Context: an optimization exercise on an open-source flow, tuned for small area, a short achievable clock period and few clock cycles per item. The choices shown serve that exercise and are no tape-out recipe.
Only simulation tests tie the RTL to the original design; equivalence was not proved.
Power figures rest on the tool's default switching activity, not on a simulated workload.

File: flow/constraint.sdc
create_clock -name core_clock -period 7.0 [get_ports {clk_i}]
set_input_delay 1.4000 -clock core_clock [delete_from_list [all_inputs] [get_ports {clk_i}]]
set_output_delay 1.4000 -clock core_clock [all_outputs]
set_load 0.01 [all_outputs]
File: flow/config.mk
export PLATFORM = sky130hd
export DESIGN_NAME = binary_neighborhood_count_3x3
export DESIGN_NICKNAME = binary_neighborhood_count_3x3
export VERILOG_FILES = /design/flow/design.v
export SDC_FILE = /design/flow/constraint.sdc
export NUM_CORES = 4
export LEC_CHECK = 0
export CAP_MARGIN = 20
export CORE_MARGIN = 2
export CORE_UTILIZATION = 40
export PLACE_DENSITY = 0.6
export SLEW_MARGIN = 20
File: flow/design.v
`timescale 1ns / 1ps
module bnc_ram (
  input  logic       clk_i,
  input  logic       we_i,
  input  logic [9:0] addr_i,
  input  logic       wpix_i,
  output logic       up_o,
  output logic       mid_o
);
  logic [1023:0] up_q, mid_q;
  logic [31:0]   dec_lo, dec_hi, dec_hi_we;
  logic [31:0]   grp_up, grp_mid;
  always_comb begin
    dec_lo = '0;
    dec_hi = '0;
    dec_lo[addr_i[4:0]] = 1'b1;
    dec_hi[addr_i[9:5]] = 1'b1;
    dec_hi_we = dec_hi & {32{we_i}};
  end
  for (genvar g = 0; g < 32; g++) begin : g_grp
    assign grp_up[g]  = |(up_q[g*32 +: 32]  & dec_lo);
    assign grp_mid[g] = |(mid_q[g*32 +: 32] & dec_lo);
    for (genvar i = 0; i < 32; i++) begin : g_col
      always_ff @(posedge clk_i) begin
        if (dec_hi_we[g] && dec_lo[i]) begin
          up_q[g*32+i]  <= mid_q[g*32+i];
          mid_q[g*32+i] <= wpix_i;
        end
      end
    end
  end
  assign up_o  = |(grp_up & dec_hi);
  assign mid_o = |(grp_mid & dec_hi);
endmodule
`timescale 1ns / 1ps
module binary_neighborhood_count_3x3 (
  input  logic        clk_i,
  input  logic        rst_ni,
  input  logic        in_valid_i,
  output logic        in_stall_o,
  input  logic        pixel_i,
  output logic        out_valid_o,
  input  logic        out_stall_i,
  output logic [3:0]  count_o,
  output logic [9:0]  row_o,
  output logic [9:0]  column_o,
  output logic        run_end_o,
  output logic        image_end_o,
  input  logic        cfg_valid_i,
  output logic        cfg_ready_o,
  input  logic [1:0]  cfg_index_i,
  input  logic [10:0] cfg_data_i
);
  localparam int RES_UP_PREV   = 0;   
  localparam int RES_UP_CUR    = 1;   
  localparam int RES_LAST_PREV = 2;   
  localparam int RES_LAST_CUR  = 3;   
  localparam logic [8:0] MASK_FULL      = 9'h1FF;
  localparam logic [8:0] MASK_RIGHT     = 9'h1F8;
  localparam logic [8:0] MASK_BOTTOM    = 9'h1B6;
  localparam logic [8:0] MASK_BOT_RIGHT = 9'h1B0;
  function automatic logic [3:0] bnc_popcount(input logic [8:0] v);
    bnc_popcount = 4'd0;
    for (int i = 0; i < 9; i++) begin
      bnc_popcount = bnc_popcount + {3'b000, v[i]};
    end
  endfunction
  logic [9:0] w_last_q, h_last_q, cfg_last;
  assign cfg_ready_o = 1'b1;
  always_comb begin
    if (cfg_data_i[10]) begin
      cfg_last = 10'd1023;
    end else if (cfg_data_i[9:0] == 10'd0) begin
      cfg_last = 10'd0;
    end else begin
      cfg_last = cfg_data_i[9:0] - 10'd1;
    end
  end
  always_ff @(posedge clk_i or negedge rst_ni) begin
    if (!rst_ni) begin
      w_last_q <= 10'd1023;
      h_last_q <= 10'd1023;
    end else if (cfg_valid_i) begin
      if (cfg_index_i == 2'd0) begin
        w_last_q <= cfg_last;
      end
      if (cfg_index_i == 2'd1) begin
        h_last_q <= cfg_last;
      end
    end
  end
  logic [9:0] col_q, row_q, c_q, r_q;
  logic       re_q, lr_q;
  logic [9:0] c_adv, r_adv, c_n, r_n;
  logic       re_n, lr_n;
  logic       in_stall_q, accept;
  logic       c0, r_ge1, r_ge2;
  assign accept = in_valid_i && !in_stall_q;
  assign c0     = (c_q == 10'd0);
  assign r_ge1  = (r_q != 10'd0);
  assign r_ge2  = (r_q[9:1] != 9'd0);
  always_comb begin
    c_adv = re_q ? 10'd0 : c_q + 10'd1;
    r_adv = re_q ? (lr_q ? 10'd0 : r_q + 10'd1) : r_q;
    if (accept) begin
      c_n  = c_adv;
      r_n  = r_adv;
      re_n = (c_adv == w_last_q);
      lr_n = (r_adv == h_last_q);
    end else begin
      c_n  = (col_q > w_last_q) ? w_last_q : col_q;
      r_n  = (row_q > h_last_q) ? h_last_q : row_q;
      re_n = (col_q >= w_last_q);
      lr_n = (row_q >= h_last_q);
    end
  end
  always_ff @(posedge clk_i or negedge rst_ni) begin
    if (!rst_ni) begin
      col_q <= '0;
      row_q <= '0;
      c_q   <= '0;
      r_q   <= '0;
      re_q  <= 1'b0;
      lr_q  <= 1'b0;
    end else begin
      if (accept) begin
        col_q <= c_adv;
        row_q <= r_adv;
      end
      c_q  <= c_n;
      r_q  <= r_n;
      re_q <= re_n;
      lr_q <= lr_n;
    end
  end
  logic rd_up, rd_mid;
  bnc_ram u_line_ram (
    .clk_i  (clk_i),
    .we_i   (accept),
    .addr_i (c_q),
    .wpix_i (pixel_i),
    .up_o   (rd_up),
    .mid_o  (rd_mid)
  );
  logic [5:0] live_q;                  
  logic [8:0] win_new;
  logic [3:0] pend_new;
  logic       load;
  always_comb begin
    win_new = {pixel_i, rd_mid && r_ge1, rd_up && r_ge2, c0 ? 6'b0 : live_q};
    pend_new                = '0;
    pend_new[RES_UP_PREV]   = r_ge1 && !c0;
    pend_new[RES_UP_CUR]    = r_ge1 && re_q;
    pend_new[RES_LAST_PREV] = lr_q && !c0;
    pend_new[RES_LAST_CUR]  = lr_q && re_q;
  end
  assign load = accept && (pend_new != 4'd0);
  always_ff @(posedge clk_i) begin
    if (accept) begin
      live_q <= win_new[8:3];
    end
  end
  logic [3:0] pend_q, pick, pend_after;
  logic [8:0] bwin_q;
  logic [9:0] br_q, bc_q;
  logic       bimg_q;
  logic       emit;
  logic [8:0] emit_mask;
  logic [3:0] res_count;
  logic [9:0] res_row, res_col;
  logic       res_run_end, res_img_end;
  logic       sv_q;
  assign emit = (pend_q != 4'd0) && !sv_q;
  always_comb begin
    pick = '0;
    if (pend_q[RES_UP_PREV]) begin
      pick[RES_UP_PREV] = 1'b1;
    end else if (pend_q[RES_UP_CUR]) begin
      pick[RES_UP_CUR] = 1'b1;
    end else if (pend_q[RES_LAST_PREV]) begin
      pick[RES_LAST_PREV] = 1'b1;
    end else begin
      pick[RES_LAST_CUR] = 1'b1;
    end
    pend_after = pend_q & ~pick;
    emit_mask = ({9{pick[RES_UP_PREV]}}   & MASK_FULL)
              | ({9{pick[RES_UP_CUR]}}    & MASK_RIGHT)
              | ({9{pick[RES_LAST_PREV]}} & MASK_BOTTOM)
              | ({9{pick[RES_LAST_CUR]}}  & MASK_BOT_RIGHT);
    res_count   = bnc_popcount(bwin_q & emit_mask);
    res_row     = (pick[RES_UP_PREV] || pick[RES_UP_CUR])
                ? br_q - 10'd1 : br_q;
    res_col     = (pick[RES_UP_PREV] || pick[RES_LAST_PREV])
                ? bc_q - 10'd1 : bc_q;
    res_run_end = (pend_after == 4'd0);
    res_img_end = res_run_end && bimg_q;
  end
  always_ff @(posedge clk_i or negedge rst_ni) begin
    if (!rst_ni) begin
      pend_q <= '0;
    end else if (load) begin
      pend_q <= pend_new;
    end else if (emit) begin
      pend_q <= pend_after;
    end
  end
  always_ff @(posedge clk_i) begin
    if (load) begin
      bwin_q <= win_new;
      br_q   <= r_q;
      bc_q   <= c_q;
      bimg_q <= lr_q && re_q;
    end
  end
  logic        ov_q, head_load;
  logic [3:0]  oc_q, sc_q;
  logic [9:0]  orow_q, ocol_q, srow_q, scol_q;
  logic        orun_q, oimg_q, srun_q, simg_q;
  assign head_load = !ov_q || !out_stall_i;
  always_ff @(posedge clk_i or negedge rst_ni) begin
    if (!rst_ni) begin
      ov_q <= 1'b0;
      sv_q <= 1'b0;
    end else begin
      if (head_load) begin
        ov_q <= sv_q || emit;
      end
      if (sv_q) begin
        sv_q <= !head_load;
      end else begin
        sv_q <= emit && !head_load;
      end
    end
  end
  always_ff @(posedge clk_i) begin
    if (head_load) begin
      if (sv_q) begin
        oc_q   <= sc_q;
        orow_q <= srow_q;
        ocol_q <= scol_q;
        orun_q <= srun_q;
        oimg_q <= simg_q;
      end else begin
        oc_q   <= res_count;
        orow_q <= res_row;
        ocol_q <= res_col;
        orun_q <= res_run_end;
        oimg_q <= res_img_end;
      end
    end
    if (!sv_q && !head_load) begin
      sc_q   <= res_count;
      srow_q <= res_row;
      scol_q <= res_col;
      srun_q <= res_run_end;
      simg_q <= res_img_end;
    end
  end
  logic [3:0] pend_n;
  logic       sv_n, bfree_n, hasres_n;
  always_comb begin
    pend_n   = load ? pend_new : (emit ? pend_after : pend_q);
    sv_n     = sv_q ? !head_load : (emit && !head_load);
    bfree_n  = (pend_n == 4'd0)
            || (((pend_n & (pend_n - 4'd1)) == 4'd0) && !sv_n);
    hasres_n = ((r_n != 10'd0) || lr_n) && ((c_n != 10'd0) || re_n);
  end
  always_ff @(posedge clk_i or negedge rst_ni) begin
    if (!rst_ni) begin
      in_stall_q <= 1'b0;
    end else begin
      in_stall_q <= cfg_valid_i || (hasres_n && !bfree_n);
    end
  end
  assign in_stall_o  = in_stall_q;
  assign out_valid_o = ov_q;
  assign count_o     = oc_q;
  assign row_o       = orow_q;
  assign column_o    = ocol_q;
  assign run_end_o   = orun_q;
  assign image_end_o = oimg_q;
endmodule
File: flow/run.sh
#!/bin/bash
# synth_recipe.tcl (not shown) runs the flow's synth.tcl, then flattens the netlist and writes it again
# the make line also repeats each setting of config.mk as NAME=value (left out here)
make -C /OpenROAD-flow-scripts/flow DESIGN_CONFIG=/design/flow/config.mk WORK_HOME=/design/flow/orfs CLKGATE_MAP_FILE= SYNTH_SCRIPT=/design/flow/synth_recipe.tcl finish
==> results of run 1 <==
-- power groups by stage --
stage	Clock (mW)	Sequential [mW]	Combinational, mW
2_1_floorplan	0	15.3	7.70
3_3_place_gp	0	15.4	17.0
3_5_place_dp	0	15.4	17.0
4_1_cts	12.1	15.2	17.1
5_1_grt	12.6	15.2	17.8
6_report	12.1	15.2	18.3
-- placed cells by master, fill, tap and decap left out, drive strengths merged, types with 77 or more instances in the layout --
cell type,synthesis,routed
a22o,109,109
nand2,420,420
a222oi,83,83
clkbuf,394,285
a22oi,362,362
nand4,81,81
nand3,180,180
inv,89,96
clkinv,1,99
edfxtp,2136,2136
mux2,77,77
a21oi,175,175
buf,155,321
mux2i,90,90
o21ai,101,101
o211ai,89,89
nor2,1120,1120
-- how the worst min path moves through the flow --
stage	from	to	slack [ps]	cells after the start
3_5_place_dp	u_line_ram.mid_q[999]	u_line_ram.up_q[999]	430	0
4_1_cts	u_line_ram.mid_q[669]	u_line_ram.up_q[669]	410	0
6_report	u_line_ram.mid_q[669]	u_line_ram.up_q[669]	410	0
5_1_grt	u_line_ram.mid_q[695]	u_line_ram.up_q[695]	430	0
2_1_floorplan	u_line_ram.mid_q[0]	u_line_ram.up_q[0]	420	0
3_3_place_gp	u_line_ram.mid_q[925]	u_line_ram.up_q[925]	420	0
-- per-layer routing --
metal,vias up,GRT usage (%),part of all wire (%)
met4,32,19.6,7.5
met5,-,0,0.059
met3,1528,11.5,16
met2,6719,46.9,42
li1,25600,-,-
met1,33800,41.4,34
-- synth_stat cells (15+ instances only) --
master	count
sky130_fd_sc_hd__nand4_1	81
sky130_fd_sc_hd__mux2_2	77
sky130_fd_sc_hd__o211ai_1	87
sky130_fd_sc_hd__o21ai_0	89
sky130_fd_sc_hd__edfxtp_1	2136
sky130_fd_sc_hd__a22o_1	109
sky130_fd_sc_hd__o2111ai_1	36
sky130_fd_sc_hd__or3_1	17
sky130_fd_sc_hd__a2111oi_0	34
sky130_fd_sc_hd__mux2i_1	90
sky130_fd_sc_hd__a21o_1	19
sky130_fd_sc_hd__a211oi_1	26
sky130_fd_sc_hd__or4_1	17
sky130_fd_sc_hd__o2bb2ai_1	36
sky130_fd_sc_hd__nand2_1	420
sky130_fd_sc_hd__nand3_1	178
sky130_fd_sc_hd__clkbuf_1	394
sky130_fd_sc_hd__nor4_1	37
sky130_fd_sc_hd__a221o_1	22
sky130_fd_sc_hd__o31ai_1	29
sky130_fd_sc_hd__buf_1	73
sky130_fd_sc_hd__a21oi_1	173
sky130_fd_sc_hd__nor3_1	35
sky130_fd_sc_hd__inv_1	88
sky130_fd_sc_hd__and2_1	25
sky130_fd_sc_hd__nor2_1	1119
sky130_fd_sc_hd__o22ai_1	32
sky130_fd_sc_hd__dfstp_2	20
sky130_fd_sc_hd__xnor2_1	36
sky130_fd_sc_hd__o211a_1	35
sky130_fd_sc_hd__a221oi_1	58
sky130_fd_sc_hd__and3_1	27
sky130_fd_sc_hd__xor2_1	15
sky130_fd_sc_hd__buf_2	71
sky130_fd_sc_hd__ha_1	36
sky130_fd_sc_hd__a32oi_1	27
sky130_fd_sc_hd__a31oi_1	28
sky130_fd_sc_hd__a22oi_1	362
sky130_fd_sc_hd__dfrtp_1	49
sky130_fd_sc_hd__a222oi_1	83
-- area by class of cell --
cell class	instances	share of cell area, %
clock buffer	285	5.72
inverter	90	0.325
antenna	29	0.0699
tap	3009	3.62
timing repair buffer	365	3.17
multi-input combinational	3720	22.4
sequential	2205	63.4
clock inverter	129	1.21
-- logic make-up (layout without fill, tap and decap cells) --
kind of cell	after synthesis	after routing	synth area share, %
flops	2205	2205	72.5
simple gates	2040	2040	9.71
compound gates	1414	1414	11.9
buf+inv	639	869	2.79
mux	170	170	2.02
xor+xnor	52	52	0.509
fa+ha+maj	43	43	0.628
other cells	1	30	0.00412
==> out/results.env, run 1 <==
WORST_EP_ARRIVAL_TIME_PS=7450
SYNTHTOLAYOUTAREAGROWTH_PCT=14.3
FINALCLOCKSKEW_PS=69.9
SUM_OF_INTERNAL_SWITCHING_AND_LEAKAGE_POWER_mW=45.5
SLEW_VIOL_FINAL=0
PLACE_AREA_MM2=0.0966
WORST_SETUP_PATH_STARTPOINT='c_q[0]'
STATUS='complete, no violations'
NUMBER_OF_SYNTHESIZED_REGISTER_BITS=2205
GRT_USE_TOTAL_PCT=32.3
TIGHTEST_SLEW_PS=1310
MULTIINPUTGATEAREA_MM2=0.0233
ACHIEVABLE-FREQUENCY_GHz=0.147
SYNTH.AVG_CELL_AREA_UM2=13.9
GRT_PASS1_VIAS=63700
POWER.SHARE.SWITCHING_PCT=42.8
ROWS=175
CRITICAL_PATH.N_BUFFERS_INVERTERS=5
GRT_ANTENNA_BEFORE_REPAIR=39
DP.CELLS=9388
POST_SYNTH_INSTANCE_AREA_MM2=0.0909
ENDPOINT='bwin_q[6]'
POST_ROUTE_CELLS_DRIVE_ABOVE_1_SHARE_PCT=13.0
PLACE_CONGESTION=1.02
POST-ROUTE-UTIL_PCT=45.8
DIE-HEIGHT_UM=481
SYNTH-EDFF-COUNT=2136
YOSYSSEQAREASHARE_PCT=72.5
FLOORPLAN.IO_PINS=48
DRV_CAP=0
NUM_VIAS=67700
CELL_CHAIN_CRITICAL_PATH='inv_1, ha_4, o21ai_1, o32a_2, buf_4, a21oi_4, buf_4, a221oi_1, nand4_1, o41ai_2, buf_4, o2111ai_1, nor4_1, a41oi_1, buf_4'
FP.DIEW_UM=481
CTS_RESIZED=0
CRITICAL_PATH.TOP_DELAY_FAMILY='compound AO/OA/AOI/OAI gates'
WORST-SETUP-PATH-TYPE='reg2reg'
NUMBER_OF_CLOCK_SINKS_SEEN_BY_CTS=2205
HOLD_VIOLATIONS=0
CTS_HOLD_BUFFERS=0
POSTLAYOUTSETUPSLACKWORST_PS=210
FINAL_AREA_MM2=0.104
CTS_ROOT_BUF='sky130_fd_sc_hd__clkbuf_16'
DRTPASS1ITERATIONS=8
FIN_CELLS=9832
CP_SLOWEST_CELL='sky130_fd_sc_hd__o41ai_2'
DETAIL_ROUTE.WL_PER_CELL_UM=39.0
TOTAL_CTS_BUFFERS=223
SHARE_COMB_OF_TOTAL_POWER_PCT=40.1
SLOWEST_DELAY_PS=800
POWER_SWITCHING_mW=19.5
YOSYSWARNINGCOUNT=2
CLK_TRANSITION_REPORTED_PATHS_PS=60
POST-SYNTH-TOP-AREA-FRACTION_PCT=70.5
HOLD_WS_PS=413
POSTCTSSETUPREPAIRBUFS=0
CRIT_CELLS=15
TOP_AREA_CELLS_IN_THE_SYNTHESIZED_NETLIST='sky130_fd_sc_hd__edfxtp_1 71%, sky130_fd_sc_hd__nor2_1 4.6%, sky130_fd_sc_hd__a22oi_1 3.0%, sky130_fd_sc_hd__nand2_1 1.7%, sky130_fd_sc_hd__clkbuf_1 1.6%'
YOSYSTOPAREACELL='sky130_fd_sc_hd__edfxtp_1'
PRE_CTS_WS_PS=884
GRT_SETUP_UNREPAIRED='no'
POWER_LEAKAGE_nW=32.7
ASYNCSETRESETFLOPFRACSYNTH_PCT=3.13
REPORT.FINAL.SETUP_VIOL=0
CRIT_REQUIRED_PS=7660
P_PER_AREA_mW_PER_MM2=438
GRT_PASS1_WL_UM=519000
INTERNAL_POWER_mW=26.0
RRSETUPSLACK_PS=210
CRIT_PATH_FREQUENT_CELL='sky130_fd_sc_hd__buf_4'
ROUTE.DETAILED.VIAS_PER_INST=6.89
SLEW_HEADROOM_PCT=12.4
SYNTH.DISTINCT_CELLS=100
WORST_R2R_PATH_DEPTH=15
DR.FIRST_ITER.DRC_COUNT=14500
DRC_ERRORS=0
ANTENNA_LEFT=0
TIMING.HOLD.WORST.CLASS='reg2reg'
SYNTHESIS.NETS=6624
POWER.SHARE.SEQUENTIAL_PCT=33.3
NNETSFINAL=6665
TIMING.CRITICAL_PATH.FANOUT_MAX=21
NUM-FILL-CELLS=20000
CELLS_AFTER_SYNTHESIS=6564
GRT_REMAINING_OVERFLOW=0
H-TREE-DEPTH=4
GRT_START_MAX_NET_PINS=217
WORST_R2R_ENDPOINT='bwin_q[6]'
CORE_AREA_MM2=0.227
MAXIMUM_CLOCK_INSERTION_BUFFER_COUNT=3
IO_BUFFER_COUNT=46
DIEAREA_MM2=0.231
INITIAL_UTILIZATION_PCT=40.1
TIMING.CRITICAL_PATH.FROM_TYPE='register'
TOTALWIRELENGTH_UM=384000
TIMING.CRITICAL_PATH.TO_TYPE='register'
TIMING.RR.START='c_q[0]'
PLACE.DETAILED.HPWL_UM=239000
FIN_SETUP_TNS_PS=0
LARGEST_REGISTERS='u_line_ram.mid_q: 1024 flops, u_line_ram.up_q: 1024 flops'
AREA.SEQUENTIAL_MM2=0.0659
CTS_TREE='yes'
VDD.IR_DROP.WORST_mV=0.545
POSTSYNTH.TOPFLOPCELL='sky130_fd_sc_hd__edfxtp_1'
FINAL_MIN_PERIOD_OVER_CLOCK_PERIOD_PCT=97.0
POWER_FRAC_CLOCK_PCT=26.5
CLOCK_LATENCY_PS=900
POST-ROUTE-MIN-PERIOD_PS=6790
Testbench counts, summed over its fixed seeds: cycles 271,126, items 253,450.
==> run 2: changes to the inputs <==
--- a/flow/design.v
+++ b/flow/design.v
@@ -1,36 +1,40 @@
 `timescale 1ns / 1ps
 module bnc_ram (
   input  logic       clk_i,
-  input  logic       we_i,
-  input  logic [9:0] addr_i,
+  input  logic [5:0] p_grp_i,
+  input  logic       p_en_i,
+  input  logic       p_wr_i,
+  input  logic [5:0] r_grp_i,
+  input  logic       r_en_i,
   input  logic       wpix_i,
   output logic       up_o,
   output logic       mid_o
 );
-  logic [1023:0] up_q, mid_q;
-  logic [31:0]   dec_lo, dec_hi, dec_hi_we;
-  logic [31:0]   grp_up, grp_mid;
+  localparam int NG = 64;
+  localparam int G  = 16;
+  logic [NG-1:0] p_sel, r_sel, head_up, head_mid;
   always_comb begin
-    dec_lo = '0;
-    dec_hi = '0;
-    dec_lo[addr_i[4:0]] = 1'b1;
-    dec_hi[addr_i[9:5]] = 1'b1;
-    dec_hi_we = dec_hi & {32{we_i}};
-  end
-  for (genvar g = 0; g < 32; g++) begin : g_grp
-    assign grp_up[g]  = |(up_q[g*32 +: 32]  & dec_lo);
-    assign grp_mid[g] = |(mid_q[g*32 +: 32] & dec_lo);
-    for (genvar i = 0; i < 32; i++) begin : g_col
-      always_ff @(posedge clk_i) begin
-        if (dec_hi_we[g] && dec_lo[i]) begin
-          up_q[g*32+i]  <= mid_q[g*32+i];
-          mid_q[g*32+i] <= wpix_i;
-        end
+    p_sel = '0;
+    r_sel = '0;
+    p_sel[p_grp_i] = 1'b1;
+    r_sel[r_grp_i] = 1'b1;
+  end
+  for (genvar g = 0; g < NG; g++) begin : g_ring
+    logic [G-1:0] up_q, mid_q;
+    logic         rot, wr;
+    assign rot = (p_sel[g] && p_en_i) || (r_sel[g] && r_en_i);
+    assign wr  = p_sel[g] && p_wr_i;
+    always_ff @(posedge clk_i) begin
+      if (rot) begin
+        up_q  <= {wr ? mid_q[0] : up_q[0], up_q[G-1:1]};
+        mid_q <= {wr ? wpix_i : mid_q[0], mid_q[G-1:1]};
       end
     end
+    assign head_up[g]  = up_q[0];
+    assign head_mid[g] = mid_q[0];
   end
-  assign up_o  = |(grp_up & dec_hi);
-  assign mid_o = |(grp_mid & dec_hi);
+  assign up_o  = |(head_up & p_sel);
+  assign mid_o = |(head_mid & p_sel);
 endmodule
 `timescale 1ns / 1ps
 module binary_neighborhood_count_3x3 (
@@ -133,14 +137,80 @@
       lr_q <= lr_n;
     end
   end
-  logic rd_up, rd_mid;
+  logic [5:0] gA_q, gR_q, gA_n, gR_n, g_c;
+  logic [3:0] fA_q, fR_q, fA_n, fR_n, o_c;
+  logic       rotA, rotR, ok_n;
+  logic [3:0] ph_n;
+  logic       rd_up, rd_mid;
+  assign g_c  = c_q[9:4];
+  assign o_c  = c_q[3:0];
+  assign rotR = (fR_q != 4'd0);
+  always_comb begin
+    gA_n = gA_q;
+    fA_n = fA_q;
+    gR_n = gR_q;
+    fR_n = rotR ? fR_q + 4'd1 : fR_q;
+    rotA = 1'b0;
+    if (accept) begin
+      fA_n = o_c + 4'd1;
+      if (g_c != gA_q) begin
+        gA_n = g_c;
+        if (fA_q != 4'd0) begin
+          gR_n = gA_q;
+          fR_n = fA_q;
+        end else if (g_c == gR_q) begin
+          fR_n = 4'd0;
+        end
+      end
+    end else if (g_c == gA_q) begin
+      if (fA_q != o_c) begin
+        rotA = 1'b1;
+        fA_n = fA_q + 4'd1;
+      end
+    end else if (!(g_c == gR_q && rotR) && o_c != 4'd0) begin
+      if (fA_q == 4'd0) begin
+        gA_n = g_c;
+      end else if (!rotR) begin
+        gR_n = gA_q;
+        fR_n = fA_q;
+        gA_n = g_c;
+        fA_n = 4'd0;
+      end
+    end
+    if (c_n[9:4] == gA_n) begin
+      ph_n = fA_n;
+    end else if (c_n[9:4] == gR_n) begin
+      ph_n = fR_n;
+    end else begin
+      ph_n = 4'd0;
+    end
+    ok_n = (ph_n == c_n[3:0])
+        && !((c_n[9:4] != gA_n) && (c_n[9:4] != gR_n)
+             && (fA_n != 4'd0) && (fR_n != 4'd0));
+  end
+  always_ff @(posedge clk_i or negedge rst_ni) begin
+    if (!rst_ni) begin
+      gA_q <= '0;
+      fA_q <= '0;
+      gR_q <= '0;
+      fR_q <= '0;
+    end else begin
+      gA_q <= gA_n;
+      fA_q <= fA_n;
+      gR_q <= gR_n;
+      fR_q <= fR_n;
+    end
+  end
   bnc_ram u_line_ram (
-    .clk_i  (clk_i),
-    .we_i   (accept),
-    .addr_i (c_q),
-    .wpix_i (pixel_i),
-    .up_o   (rd_up),
-    .mid_o  (rd_mid)
+    .clk_i   (clk_i),
+    .p_grp_i (g_c),
+    .p_en_i  (accept || rotA),
+    .p_wr_i  (accept),
+    .r_grp_i (gR_q),
+    .r_en_i  (rotR),
+    .wpix_i  (pixel_i),
+    .up_o    (rd_up),
+    .mid_o   (rd_mid)
   );
   logic [5:0] live_q;                  
   logic [8:0] win_new;
@@ -269,7 +339,7 @@
     if (!rst_ni) begin
       in_stall_q <= 1'b0;
     end else begin
-      in_stall_q <= cfg_valid_i || (hasres_n && !bfree_n);
+      in_stall_q <= cfg_valid_i || !ok_n || (hasres_n && !bfree_n);
     end
   end
   assign in_stall_o  = in_stall_q;
--- a/flow/config.mk
+++ b/flow/config.mk
@@ -7,6 +7,9 @@
 export LEC_CHECK = 0
 export CAP_MARGIN = 20
 export CORE_MARGIN = 2
-export CORE_UTILIZATION = 40
-export PLACE_DENSITY = 0.6
+export CORE_UTILIZATION = 60
+export CTS_BUF_LIST = sky130_fd_sc_hd__clkbuf_4 sky130_fd_sc_hd__clkbuf_8
+export PLACE_DENSITY = 0.7
+export SETUP_SLACK_MARGIN = 3.5
 export SLEW_MARGIN = 20
+export TNS_END_PERCENT = 10
==> run 2 against run 1 <==
  * Register-to-register slack improved by 3100 ps
  * Die area fell by 45%
  * Still clean on timing, DRC and antenna
  * Combinational power fell by 65%
  * Largest power group is now sequential cells
==> out/results.env, run 2 <==
VDD.IR_DROP.WORST_mV=0.286  # -47%
YOSYSTOPAREACELL='sky130_fd_sc_hd__edfxtp_1'
LAYOUT_COMMONEST_CELL='sky130_fd_sc_hd__edfxtp_1'
POST_ROUTE_CELLS_DRIVE_ABOVE_1_SHARE_PCT=25.8  # +13 points
STATUS='complete, no violations'
LEADING_CELL_TYPES_IN_THE_LAYOUT_FILL_AND_TAPS_EXCLUDED='2,136 x sky130_fd_sc_hd__edfxtp_1, 357 x sky130_fd_sc_hd__clkbuf_8, 192 x sky130_fd_sc_hd__nand2_1'
DETAIL_ROUTE.WL_PER_CELL_UM=22.8  # -42%
LARGEST_REGISTERS='u_line_ram.g_ring.mid_q: 1024 flops, u_line_ram.g_ring.up_q: 1024 flops'
FIN_SETUP_TNS_PS=0  # unchanged
P_PER_AREA_mW_PER_MM2=386  # -12%
DIE-HEIGHT_UM=358  # -26%
ROUTE.DETAILED.VIAS_PER_INST=5.69  # -17%
TIGHTEST_SLEW_PS=1070  # -249 ps
MAXIMUM_CLOCK_INSERTION_BUFFER_COUNT=4  # +1
HOLD_VIOLATIONS=0  # unchanged
POST-ROUTE-UTIL_PCT=70.6  # +25 points
TIMING.HOLD.WORST.CLASS='in2async'
AREA_FRACTION_IN_COMPOUND_GATES_AFTER_SYNTHESIS_PCT=3.07  # -8.8 points
SYNTH.AVG_CELL_AREA_UM2=21.2  # +53%
DR.FIRST_ITER.DRC_COUNT=3726  # -74%
GRT_PASS1_VIAS=33000  # -48%
POWER_LEAKAGE_nW=28.5  # -13%
NUM_VIAS=33900  # -50%
SYNTH.DISTINCT_CELLS=84  # -16%
YOSYSWARNINGCOUNT=2  # unchanged
GRT_PASS1_WL_UM=200000  # -61%
ROWS=129  # -26%
GRT_SETUP_UNREPAIRED='yes'
CRIT_REQUIRED_PS=7710  # +50 ps
SLEW_VIOL_FINAL=0  # unchanged
ANTENNA_LEFT=0  # unchanged
TIMING.CRITICAL_PATH.FROM_TYPE='register'
GRT_START_MAX_NET_PINS=74  # -66%
SLOWEST_DELAY_PS=500  # -300 ps
YOSYSSEQAREASHARE_PCT=88.3  # +16 points
IO_BUFFER_COUNT=46  # unchanged
SYNTH_TOP_FAMILY_BY_AREA='simple AND/OR/NAND/NOR gates'
TIMING.CRITICAL_PATH.FANOUT_MAX=4  # -81%
TOTALWIRELENGTH_UM=136000  # -65%
POST_SYNTH_FA_HA_MAJ_AREA_FRACTION_PCT=0.829  # +0.20 points
CTS_TREE='yes'
WORST-SETUP-PATH-TYPE='reg2reg'
TIMING.CRITICAL_PATH.TO_TYPE='register'
POST-SYNTH-TOP-AREA-FRACTION_PCT=85.3  # +15 points
NUMBER_OF_CLOCK_SINKS_SEEN_BY_CTS=2225  # +0.91%
SYNTHTOLAYOUTAREAGROWTH_PCT=16.3
CLOCK_LATENCY_PS=1000  # +100 ps
GRT_REMAINING_OVERFLOW=0  # unchanged
POST_SYNTH_INSTANCE_AREA_MM2=0.0752  # -17%
SYNTHMOSTINSTANTIATEDCELL='sky130_fd_sc_hd__edfxtp_1'
POSTSYNTH.TOPFLOPCELL='sky130_fd_sc_hd__edfxtp_1'
POST-ROUTE-MIN-PERIOD_PS=3640  # -3150 ps
ACHIEVABLE-FREQUENCY_GHz=0.274  # +86%
SYNTH-EDFF-COUNT=2136  # unchanged
HOLD_WS_PS=293  # -121 ps
NUMBER_OF_SYNTHESIZED_REGISTER_BITS=2225  # +0.91%
CELLS_AFTER_SYNTHESIS=3549  # -46%
GRT_ANTENNA_BEFORE_REPAIR=4  # -90%
FINALCLOCKSKEW_PS=68.1  # -1.75 ps
DRV_CAP=0  # unchanged
CRIT_PATH_FREQUENT_CELL='sky130_fd_sc_hd__fa_1'
NUM-FILL-CELLS=7136  # -64%
CTS_ROOT_BUF='sky130_fd_sc_hd__clkbuf_8'
WORST_R2R_PATH_DEPTH=12  # -3
FINAL_MIN_PERIOD_OVER_CLOCK_PERIOD_PCT=52.0  # -45 points
PLACE.DETAILED.HPWL_UM=79700  # -67%
DIEAREA_MM2=0.128  # -45%
INITIAL_UTILIZATION_PCT=60.7  # +21 points
TOP_AREA_CELLS_IN_THE_SYNTHESIZED_NETLIST='sky130_fd_sc_hd__edfxtp_1 85%, sky130_fd_sc_hd__mux2_2 2.4%, sky130_fd_sc_hd__dfrtp_1 2.3%, sky130_fd_sc_hd__nand2_1 1.1%, sky130_fd_sc_hd__dfstp_2 0.70%'
NNETSFINAL=4132  # -38%
PLACE_CONGESTION=0.880  # -13%
POST_SYNTH_XOR_AREA_FRACTION_PCT=1.04  # +0.53 points
CORE_AREA_MM2=0.124  # -45%
CLK_TRANSITION_REPORTED_PATHS_PS=70  # about the same
CP_SLOWEST_CELL='sky130_fd_sc_hd__fa_1'
TOTAL_CTS_BUFFERS=345  # +55%
FP.DIEW_UM=358  # -26%
ASYNCSETRESETFLOPFRACSYNTH_PCT=4.00  # +0.87 points
CELL_CHAIN_CRITICAL_PATH='or2_4, and2_4, fa_1, inv_1, fa_1, fa_1, inv_2, fa_2, inv_2, fa_2, xnor2_2, mux2_4'
GRT_USE_TOTAL_PCT=21.2  # -11 points
TOP_CELL_TYPES_BY_OCCURRENCE_AFTER_SYNTHESIS='2,136 x sky130_fd_sc_hd__edfxtp_1, 212 x sky130_fd_sc_hd__nand2_1, 157 x sky130_fd_sc_hd__mux2_2'
WORST_EP_ARRIVAL_TIME_PS=4350  # -3100 ps
DRTPASS1ITERATIONS=5  # -3
H-TREE-DEPTH=5  # +1
DRC_ERRORS=0  # unchanged
SYNTHESIS.NETS=3614  # -45%
REPORT.FINAL.SETUP_VIOL=0  # unchanged
SLEW_HEADROOM_PCT=29.0  # +17 points
POST_SYNTH_AND_OR_NAND_NOR_AREA_FRACTION_PCT=3.39  # -6.3 points
FLOORPLAN.IO_PINS=48  # unchanged
MUXSHAREOFSYNTHAREA_PCT=2.55  # +0.53 points
## run 2: changes by cell type after synthesis, sizes merged, moves of 127 or more
cell / delta
nand2: -208
nor2: -986
clkbuf: -341
a22oi: -336
nand3: -144
buf: -127
## run 2: report_power, final
group | switching, mW | internal (mW) | total, mW
clock | 4.65 | 5.46 | 10.1
combinational | 4.28 | 2.09 | 6.37
sequential | 0.730 | 16.6 | 17.3
## run 2: worst paths after layout
kind,to,slack (ps),startpoint
setup / recovery,oc_q[2],3360,pend_q[0]
hold / removal,row_q[4],290,rst_ni
min in group core_clock,u_line_ram.g_ring[12].up_q[9],370,u_line_ram.g_ring[12].up_q[10]
hold reg to reg,u_line_ram.g_ring[12].up_q[9],370,u_line_ram.g_ring[12].up_q[10]
max in group asynchronous,c_q[7],5330,rst_ni
setup reg to reg,oc_q[2],3360,pend_q[0]
## run 2: per-stage QoR
step	power [mW]	instance area [µm²]	setup slack, ps	cells
floorplan	20.9	76500	3210	3549
global placement	22.6	79200	2240	5240
detailed placement	22.7	79200	2130	5240
CTS	33.6	86700	3290	5907
global route	35.1	87500	3240	5953
finish	33.8	87500	3360	5955
## run 2: repair_timing
action,CTS,global route
endpoints found under the setup margin,1868,252
pin swaps,44,46
cloned,3,0
buffers inserted,69,45
hold buffers,0,0
resized for setup,118,78
## run 2: critical path, delay by kind of cell (launching register included)
family	cells	cell delay (ps)
xor gates and xnor gates	1	150
adders and majority gates	5	1970
buffers and inverters	3	160
DFF	1	430
muxes	1	270
and+or+nand+nor	2	410
## run 2: logic make-up (layout without fill, tap and decap cells)
family          Yosys count  count (layout)
compound gates          320             320
simple gates            541             543
other cells               1               4
buf+inv                 155             919
xor+xnor                 89              89
fa+ha+maj                47              47
mux                     171             171
flops                  2225            2225
## run 2: layer usage
metal  track usage [%]  vias up  share of wire [%]
li1                  -    15100                  -
met1              32.3    17100                 45
met2              30.5     1322                 44
met3              4.38      348                6.9
met4              8.70        0                3.4
met5                 0        -                  0
## run 2: layout make-up
type                            instances  area [µm²]  area share, %
Tap cell                             1637        2050           2.34
Inverter                               74         292          0.333
Timing Repair inverter                  1        5.00        0.00572
Timing Repair Buffer                  249        2160           2.47
Clock inverter                        123         636          0.727
Sequential cell                      2225       66400           75.9
Clock buffer                          472        5780           6.60
Multi-Input combinational cell       1171       10100           11.6
Antenna cell                            3        7.51        0.00858
Testbench counts of run 2, summed over its fixed seeds: cycles 271,126, items 253,450.
==> run 3: changes to the inputs <==
--- a/flow/config.mk
+++ b/flow/config.mk
@@ -8,7 +8,6 @@
 export CAP_MARGIN = 20
 export CORE_MARGIN = 2
 export CORE_UTILIZATION = 60
-export CTS_BUF_LIST = sky130_fd_sc_hd__clkbuf_4 sky130_fd_sc_hd__clkbuf_8
 export PLACE_DENSITY = 0.7
 export SETUP_SLACK_MARGIN = 3.5
 export SLEW_MARGIN = 20
==> run 3 against run 2 <==
  * Non-clock buffer count fell by 16
  * Count of clock-buffer cells in the layout fell by 222
  * Sequential power barely moved
  * Wire length is 1.3% higher
  * Core utilization shrank 0.24 points
  * Via count shrank 1.6%
  * Synthesized area did not move
  * Clock skew decreased by 33 ps
  * Combinational power shrank 2%
  * First-iteration DRC count is 3.3% higher
  * Global-route usage is 0.31 points higher
  * Sequential share of layout area grew 0.25 points
  * Critical endpoint unchanged
  * Highest routed layer is now met5
==> out/results.env, run 3 <==
LEADING_CELL_TYPES_IN_THE_LAYOUT_FILL_AND_TAPS_EXCLUDED='2,136 x sky130_fd_sc_hd__edfxtp_1, 207 x sky130_fd_sc_hd__clkbuf_16, 192 x sky130_fd_sc_hd__nand2_1'
CLOCK_LATENCY_PS=820  # -180 ps
FP.DIEW_UM=358  # unchanged
TIGHTEST_SLEW_PS=1090  # +21.0 ps
GRT_USE_TOTAL_PCT=21.5  # +0.31 points
SYNTHMOSTINSTANTIATEDCELL='sky130_fd_sc_hd__edfxtp_1'
STATUS='complete, no violations'
FINALCLOCKSKEW_PS=35.1  # -33.0 ps
TOP_CELL_TYPES_BY_OCCURRENCE_AFTER_SYNTHESIS='2,136 x sky130_fd_sc_hd__edfxtp_1, 212 x sky130_fd_sc_hd__nand2_1, 157 x sky130_fd_sc_hd__mux2_2'
ASYNCSETRESETFLOPFRACSYNTH_PCT=4.00  # unchanged
YOSYSSEQAREASHARE_PCT=88.3  # unchanged
SYNTHTOLAYOUTAREAGROWTH_PCT=15.9
CTS_HOLD_BUFFERS=0  # unchanged
MULTIINPUTGATEAREA_MM2=0.0100  # -1.2%
FIN_SETUP_TNS_PS=0  # unchanged
DR.FIRST_ITER.DRC_COUNT=3848  # +3.3%
NUM-FILL-CELLS=7208  # +1.0%
POST-SYNTH-TOP-AREA-FRACTION_PCT=85.3  # unchanged
CRIT_REQUIRED_PS=7560  # -150 ps
ROWS=129  # unchanged
PLACE_AREA_MM2=0.0792  # unchanged
NNETSFINAL=3976  # -3.8%
LARGEST_REGISTERS='u_line_ram.g_ring.mid_q: 1024 flops, u_line_ram.g_ring.up_q: 1024 flops'
DRTPASS1ITERATIONS=6  # +1
POST_ROUTE_CELLS_DRIVE_ABOVE_1_SHARE_PCT=20.7  # -5.1 points
FINAL_MIN_PERIOD_OVER_CLOCK_PERIOD_PCT=52.1  # +0.088 points
GRT_ANTENNA_BEFORE_REPAIR=6  # +2
POST_SYNTH_INSTANCE_AREA_MM2=0.0752  # unchanged
IO_BUFFER_COUNT=46  # unchanged
PLACE_CONGESTION=0.880  # unchanged
TIMING.HOLD.WORST.CLASS='reg2reg'
POWER.SHARE.SEQUENTIAL_PCT=50.7  # -0.5 points
GRT_PASS1_WL_UM=203000  # +1.0%
TIMING.CRITICAL_PATH.TO_TYPE='register'
VDD.IR_DROP.WORST_mV=0.300  # +4.9%
DRC_ERRORS=0  # unchanged
REPORT.FINAL.SETUP_VIOL=0  # unchanged
TIMING.CRITICAL_PATH.FROM_TYPE='register'
YOSYSWARNINGCOUNT=2  # unchanged
P_PER_AREA_mW_PER_MM2=391  # +1.4%
DIEAREA_MM2=0.128  # unchanged
POST-ROUTE-MIN-PERIOD_PS=3650  # +6.18 ps
PLACE.DETAILED.HPWL_UM=79700  # unchanged
ACHIEVABLE-FREQUENCY_GHz=0.274  # -0.17%
FINAL_AREA_MM2=0.0872  # -0.34%
INTERNAL_POWER_mW=24.4  # +1.4%
SHARE_COMB_OF_TOTAL_POWER_PCT=18.3  # -0.6 points
DETAIL_ROUTE.WL_PER_CELL_UM=24.0  # +5.6%
H-TREE-DEPTH=4  # -1
LAYOUT_COMMONEST_CELL='sky130_fd_sc_hd__edfxtp_1'
CLK_TRANSITION_REPORTED_PATHS_PS=60  # about the same
AREA.SEQUENTIAL_MM2=0.0664  # about the same
HOLD_VIOLATIONS=0  # unchanged
GRT_START_MAX_NET_PINS=74  # unchanged
POWER.SHARE.SWITCHING_PCT=28.4  # -0.19 points
FLOORPLAN.IO_PINS=48  # unchanged
WORST_EP_ARRIVAL_TIME_PS=4210  # -140 ps
DRV_CAP=0  # unchanged
ROUTE.DETAILED.VIAS_PER_INST=5.83  # +2.5%
GRT_REMAINING_OVERFLOW=0  # unchanged
DIE-HEIGHT_UM=358  # unchanged
POWER_FRAC_CLOCK_PCT=31.0  # +1.1 points
YOSYSTOPAREACELL='sky130_fd_sc_hd__edfxtp_1'
MAXIMUM_CLOCK_INSERTION_BUFFER_COUNT=3  # -1
TOP_AREA_CELLS_IN_THE_SYNTHESIZED_NETLIST='sky130_fd_sc_hd__edfxtp_1 85%, sky130_fd_sc_hd__mux2_2 2.4%, sky130_fd_sc_hd__dfrtp_1 2.3%, sky130_fd_sc_hd__nand2_1 1.1%, sky130_fd_sc_hd__dfstp_2 0.70%'
INITIAL_UTILIZATION_PCT=60.7  # unchanged
POSTSYNTH.TOPFLOPCELL='sky130_fd_sc_hd__edfxtp_1'
CELLS_AFTER_SYNTHESIS=3549  # unchanged
GRT_PASS1_VIAS=32500  # -1.7%
TIMING.CRITICAL_PATH.FANOUT_MAX=2  # -2
CTS_ROOT_BUF='sky130_fd_sc_hd__clkbuf_16'
CORE_AREA_MM2=0.124  # unchanged
GRT_SETUP_UNREPAIRED='yes'
SYNTH-EDFF-COUNT=2136  # unchanged
SYNTH.DISTINCT_CELLS=84  # unchanged
TOTALWIRELENGTH_UM=137000  # +1.3%
WORST-SETUP-PATH-TYPE='reg2reg'
SLEW_VIOL_FINAL=0  # unchanged
NUM_VIAS=33300  # -1.6%
SLEW_HEADROOM_PCT=27.6  # -1.4 points
ANTENNA_LEFT=0  # unchanged
SYNTH.AVG_CELL_AREA_UM2=21.2  # unchanged
SUM_OF_INTERNAL_SWITCHING_AND_LEAKAGE_POWER_mW=34.1  # +1.1%
POWER_SWITCHING_mW=9.69  # +0.42%
SYNTHESIS.NETS=3614  # unchanged
NUMBER_OF_SYNTHESIZED_REGISTER_BITS=2225  # unchanged
TOTAL_CTS_BUFFERS=204  # -41%
POWER_LEAKAGE_nW=28.1  # -1.3%
CTS_TREE='yes'
NUMBER_OF_CLOCK_SINKS_SEEN_BY_CTS=2225  # unchanged
## run 3: cell counts after synthesis
No cell type changed its count.
## run 3: metrics by stage
step | setup slack, ps | std cells | hold slack [ps] | util [%]
after floorplan | 3210 | 3549 | 400 | -
after CTS | 3280 | 5685 | 372 | 70.0
after global routing | 3260 | 5715 | 399 | 70.3
final | 3350 | 5716 | 389 | 70.3
after global placement | 2240 | 5240 | 400 | 63.9
after detailed placement | 2130 | 5240 | 405 | 63.9
## run 3: kinds of logic (layout without fill, tap and decap cells)
family | count (synthesis) | in the layout | share of synthesized area, %
xor gates and xnor gates | 89 | 89 | 1.04
other | 1 | 2 | 0.00499
and+or+nand+nor | 541 | 543 | 3.39
adders and majority gates | 47 | 47 | 0.829
buffers and inverters | 155 | 681 | 0.829
AOI/OAI and AO/OA | 320 | 321 | 3.07
DFF | 2225 | 2225 | 88.3
muxes | 171 | 171 | 2.55
## run 3: critical path: stages, from the launching register on
cell,delay [ps]
sky130_fd_sc_hd__dfrtp_2,430
sky130_fd_sc_hd__or2_4,270
sky130_fd_sc_hd__and2_4,140
sky130_fd_sc_hd__fa_1,480
sky130_fd_sc_hd__inv_1,50
sky130_fd_sc_hd__fa_1,500
sky130_fd_sc_hd__fa_1,430
sky130_fd_sc_hd__inv_2,70
sky130_fd_sc_hd__fa_2,210
sky130_fd_sc_hd__inv_2,40
sky130_fd_sc_hd__fa_2,350
sky130_fd_sc_hd__xnor2_2,150
sky130_fd_sc_hd__mux2_4,270
## run 3: metal layers
layer	track usage, %	wire length, µm	vias to the layer above
met3	4.67	9710	292
li1	-	-	14700
met2	31.6	62000	1313
met4	7.73	4510	2
met5	0	13	-
met1	32.5	61200	17000
## run 3: final timing paths
check                                                     to                         start  cells past startpoint  slack (ps)
min in group asynchronous                           row_q[4]                        rst_ni                      1         440
max in group asynchronous                             c_q[7]                        rst_ni                      2        5230
worst min-delay path            u_line_ram.g_ring[3].up_q[4]  u_line_ram.g_ring[3].up_q[5]                      0         390
worst max-delay path                                 oc_q[2]                     pend_q[0]                     12        3350
worst max register to register                       oc_q[2]                     pend_q[0]                     12        3350
worst min register to register  u_line_ram.g_ring[3].up_q[4]  u_line_ram.g_ring[3].up_q[5]                      0         390
## run 3: what timing repair did
| item | 4_1_cts | 5_1_grt |
|---|---|---|
| gates cloned | 3 | 2 |
| endpoints found under the setup margin | 1904 | 351 |
| buffers inserted | 69 | 28 |
| resized for setup | 123 | 46 |
| pin swaps | 42 | 35 |
## run 3: cell type report
class	count	share of cell area (%)
repair inverters	1	0.00574
repair buffers	233	2.31
clock buffers	250	6.12
clock inverters	123	1.21
diodes	1	0.00287
flip-flops and latches	2225	76.2
well taps	1637	2.35
multi-input cells	1172	11.5
inverters	74	0.340
## run 3: power groups by stage
stage,Clock (mW),Combinational [mW],Sequential (mW)
final,10.6,6.26,17.3
after global routing,11.4,6.60,17.4
after CTS,10.9,5.90,17.3
after detailed placement,0,5.25,17.5
after global placement,0,5.15,17.4
after floorplan,0,3.73,17.2
==> run 4: changes to the inputs <==
--- a/flow/config.mk
+++ b/flow/config.mk
@@ -8,6 +8,8 @@
 export CAP_MARGIN = 20
 export CORE_MARGIN = 2
 export CORE_UTILIZATION = 60
+export CTS_CLUSTER_DIAMETER = 100
+export CTS_CLUSTER_SIZE = 30
 export PLACE_DENSITY = 0.7
 export SETUP_SLACK_MARGIN = 3.5
 export SLEW_MARGIN = 20
==> run 4 against run 3 <==
  * Sequential share of layout area increased by 3.3 points
  * Register-to-register slack about the same
  * Clock power decreased by 45%
  * Fmax about the same
  * Global-route usage decreased by 1.4 points
  * Via count decreased by 2.7%
  * Combinational power increased by 3%
  * Synthesized area unchanged
  * Highest routed layer is now met4
==> out/results.env, run 4 <==
SYNTH.DISTINCT_CELLS=84  # unchanged
TOTAL_CTS_BUFFERS=84  # -59%
HOLD_WS_PS=408  # +19.3 ps
CTS_TREE='yes'
GRT_PASS1_VIAS=30200  # -7.0%
GRT_USE_TOTAL_PCT=20.1  # -1.4 points
TIMING.CRITICAL_PATH.FANOUT_MAX=2  # unchanged
CRIT_REQUIRED_PS=7470  # -90 ps
REPORT.FINAL.SETUP_VIOL=0  # unchanged
GRT_ANTENNA_BEFORE_REPAIR=4  # -2
ASYNCSETRESETFLOPFRACSYNTH_PCT=4.00  # unchanged
TOP_AREA_CELLS_IN_THE_SYNTHESIZED_NETLIST='sky130_fd_sc_hd__edfxtp_1 85%, sky130_fd_sc_hd__mux2_2 2.4%, sky130_fd_sc_hd__dfrtp_1 2.3%, sky130_fd_sc_hd__nand2_1 1.1%, sky130_fd_sc_hd__dfstp_2 0.70%'
CRIT_PATH_FREQUENT_CELL='sky130_fd_sc_hd__fa_1'
SYNTHTOLAYOUTAREAGROWTH_PCT=11.2
MAXIMUM_CLOCK_INSERTION_BUFFER_COUNT=3  # unchanged
FINALCLOCKSKEW_PS=35.7  # +0.509 ps
ROWS=129  # unchanged
WORST-SETUP-PATH-TYPE='reg2reg'
FINAL_AREA_MM2=0.0836  # -4.1%
NUM_VIAS=32400  # -2.7%
LAYOUT_COMMONEST_CELL='sky130_fd_sc_hd__edfxtp_1'
AREA.SEQUENTIAL_MM2=0.0664  # about the same
POWER_LEAKAGE_nW=26.3  # -6.4%
FIN_SETUP_TNS_PS=0  # unchanged
SYNTHESIS.NETS=3614  # unchanged
CLOCK_LATENCY_PS=720  # -100 ps
TIGHTEST_SLEW_PS=1080  # -6.07 ps
POST_ROUTE_CELLS_DRIVE_ABOVE_1_SHARE_PCT=18.7  # -2.1 points
SYNTH-EDFF-COUNT=2136  # unchanged
NUM-FILL-CELLS=7643  # +6.0%
VDD.IR_DROP.WORST_mV=0.316  # +5.1%
DR.FIRST_ITER.DRC_COUNT=4106  # +6.7%
YOSYSWARNINGCOUNT=2  # unchanged
SLEW_VIOL_FINAL=0  # unchanged
ACHIEVABLE-FREQUENCY_GHz=0.274  # about the same
POST-SYNTH-TOP-AREA-FRACTION_PCT=85.3  # unchanged
YOSYSTOPAREACELL='sky130_fd_sc_hd__edfxtp_1'
FIN_CELLS=5479  # -4.1%
TOP_CELL_TYPES_BY_OCCURRENCE_AFTER_SYNTHESIS='2,136 x sky130_fd_sc_hd__edfxtp_1, 212 x sky130_fd_sc_hd__nand2_1, 157 x sky130_fd_sc_hd__mux2_2'
SLOWEST_DELAY_PS=500  # about the same
GRT_REMAINING_OVERFLOW=0  # unchanged
GRT_SETUP_UNREPAIRED='yes'
DETAIL_ROUTE.WL_PER_CELL_UM=23.8  # -0.98%
DIEAREA_MM2=0.128  # unchanged
ANTENNA_LEFT=0  # unchanged
NUMBER_OF_SYNTHESIZED_REGISTER_BITS=2225  # unchanged
SYNTH.AVG_CELL_AREA_UM2=21.2  # unchanged
DRC_ERRORS=0  # unchanged
MULTIINPUTGATEAREA_MM2=0.0103  # +2.3%
P_PER_AREA_mW_PER_MM2=353  # -9.9%
TOTALWIRELENGTH_UM=130000  # -5.1%
FINAL_MIN_PERIOD_OVER_CLOCK_PERIOD_PCT=52.1  # about the same
CELLS_AFTER_SYNTHESIS=3549  # unchanged
INITIAL_UTILIZATION_PCT=60.7  # unchanged
POST-ROUTE-UTIL_PCT=67.5  # -2.9 points
POST-ROUTE-MIN-PERIOD_PS=3650  # -2.48 ps
NUM_ANTENNA_CELLS=0  # -1
HOLD_VIOLATIONS=0  # unchanged
TIMING.CRITICAL_PATH.TO_TYPE='register'
POST_SYNTH_INSTANCE_AREA_MM2=0.0752  # unchanged
SLEW_HEADROOM_PCT=28.0  # +0.40 points
PLACE_CONGESTION=0.880  # unchanged
PLACE.DETAILED.HPWL_UM=79700  # unchanged
DRV_CAP=0  # unchanged
DIE-HEIGHT_UM=358  # unchanged
LEADING_CELL_TYPES_IN_THE_LAYOUT_FILL_AND_TAPS_EXCLUDED='2,136 x sky130_fd_sc_hd__edfxtp_1, 198 x sky130_fd_sc_hd__buf_4, 193 x sky130_fd_sc_hd__nand2_1'
SYNTHMOSTINSTANTIATEDCELL='sky130_fd_sc_hd__edfxtp_1'
YOSYSSEQAREASHARE_PCT=88.3  # unchanged
DRTPASS1ITERATIONS=8  # +2
H-TREE-DEPTH=3  # -1
POSTSYNTH.TOPFLOPCELL='sky130_fd_sc_hd__edfxtp_1'
NUMBER_OF_CLOCK_SINKS_SEEN_BY_CTS=2225  # unchanged
IO_BUFFER_COUNT=46  # unchanged
TIMING.CRITICAL_PATH.FROM_TYPE='register'
NNETSFINAL=3887  # -2.2%
CP_SLOWEST_CELL='sky130_fd_sc_hd__fa_1'
WORST_EP_ARRIVAL_TIME_PS=4110  # -100 ps
FP.DIEW_UM=358  # unchanged
CELL_CHAIN_CRITICAL_PATH='or2_4, and2_4, fa_1, inv_1, fa_1, fa_1, inv_2, fa_2, inv_2, fa_2, xnor2_2, mux2_4'
ROUTE.DETAILED.VIAS_PER_INST=5.92  # +1.5%
DP.CELLS=5240  # unchanged
STATUS='complete, no violations'
GRT_START_MAX_NET_PINS=74  # unchanged
PLACE_AREA_MM2=0.0792  # unchanged
CLK_TRANSITION_REPORTED_PATHS_PS=120  # +60 ps
CTS_ROOT_BUF='sky130_fd_sc_hd__clkbuf_16'
TIMING.HOLD.WORST.CLASS='reg2reg'
CORE_AREA_MM2=0.124  # unchanged
GRT_PASS1_WL_UM=190000  # -5.9%
LARGEST_REGISTERS='u_line_ram.g_ring.mid_q: 1024 flops, u_line_ram.g_ring.up_q: 1024 flops'
FLOORPLAN.IO_PINS=48  # unchanged
CTS_HOLD_BUFFERS=0  # unchanged
run 4: area by class of cell:
| type | instances | area share (%) |
|---|---|---|
| Sequential cell | 2225 | 79.4 |
| Multi-Input combinational cell | 1172 | 12.3 |
| Timing Repair Buffer | 263 | 2.77 |
| Clock buffer | 98 | 2.60 |
| Tap cell | 1637 | 2.45 |
| Inverter | 74 | 0.355 |
| Clock inverter | 8 | 0.114 |
| Timing Repair inverter | 2 | 0.0165 |
run 4: cell families (layout without fill, tap and decap cells):
group                      Yosys count  in the layout  share of synthesized area (%)
muxes                              171            171                           2.55
xor gates and xnor gates            89             89                           1.04
buffers and inverters              155            445                          0.829
DFF                               2225           2225                           88.3
AOI/OAI and AO/OA                  320            321                           3.07
and+or+nand+nor                    541            543                           3.39
adders and majority gates           47             47                          0.829
other                                1              1                        0.00499
run 4: worst paths after layout:
kind	start	to	slack, ps	cells after the start
setup reg to reg	pend_q[0]	oc_q[2]	3350	12
hold / removal	u_line_ram.g_ring[44].mid_q[2]	u_line_ram.g_ring[44].mid_q[1]	410	0
hold reg to reg	u_line_ram.g_ring[44].mid_q[2]	u_line_ram.g_ring[44].mid_q[1]	410	0
max in group asynchronous	rst_ni	re_q	5120	2
min in group asynchronous	rst_ni	row_q[4]	530	1
setup / recovery	pend_q[0]	oc_q[2]	3350	12
run 4: power by group:
group | switching (mW) | internal (mW)
clock | 3.57 | 2.25
sequential | 0.711 | 16.5
combinational | 4.31 | 2.13
run 4: what timing repair did:
item                       in CTS  in global routing
pin swaps                      40                 50
gates cloned                    5                  2
resized for setup             131                 74
buffers inserted               73                 53
setup endpoints to repair    1904                346
run 4: critical path: cells and delay by family (launching register included):
family                   cells  cell delay (ps)
adder cells (fa/ha/maj)      5             1960
XOR/XNOR                     1              150
buffers and inverters        3              160
AND/OR/NAND/NOR              2              410
multiplexers                 1              270
flip-flops                   1              450
run 4: stage by stage:
stage / power [mW] / setup slack (ps)
4_1_cts: 29.2 / 3290
2_1_floorplan: 20.9 / 3210
3_5_place_dp: 22.7 / 2130
5_1_grt: 30.6 / 3270
6_report: 29.5 / 3350
3_3_place_gp: 22.6 / 2240
run 4: per-layer routing:
layer | GRT usage, % | up-vias | routed length [µm]
met5 | 0 | - | 0
met4 | 5.48 | 0 | 3320
met3 | 2.62 | 211 | 8170
met2 | 29.9 | 1151 | 58500
met1 | 31.9 | 16700 | 60400
li1 | - | 14400 | -

static timing again, ports no longer ideal:
The results above use ideal ports. As a check the final layouts listed here were re-extracted and re-timed, cells and wires unchanged. Step 1: set_driving_cell puts a clkbuf_16 on clk_i and a buf_2 on each other input, an assumption about the parent block. Step 2, shift: input delay + t, output delay - t, t = (earliest + latest rising clock arrival at the registers) / 2. This alone moves slack from input paths to output paths. a / b / c = ideal ports / drivers / drivers and shift; a / b = the first two.
run | t, ns | slack for setup (ns) | latest minus earliest clock arrival (ns)
run 1 | 0.959 | 0.210 / 0.210 / 0.210 | 0.074 / 0.074
run 2 | 1.032 | 3.357 / 3.357 / 2.450 | 0.069 / 0.069
run 3 | 0.881 | 3.351 / 3.351 / 2.541 | 0.043 / 0.043
run 4 | 0.784 | 3.353 / 3.353 / 2.985 | 0.038 / 0.038
After both steps every run listed still meets setup and hold. For run 2, which loses most, drivers alone change the setup slack by 0.000 ns; drivers and shift together by -0.907 ns.
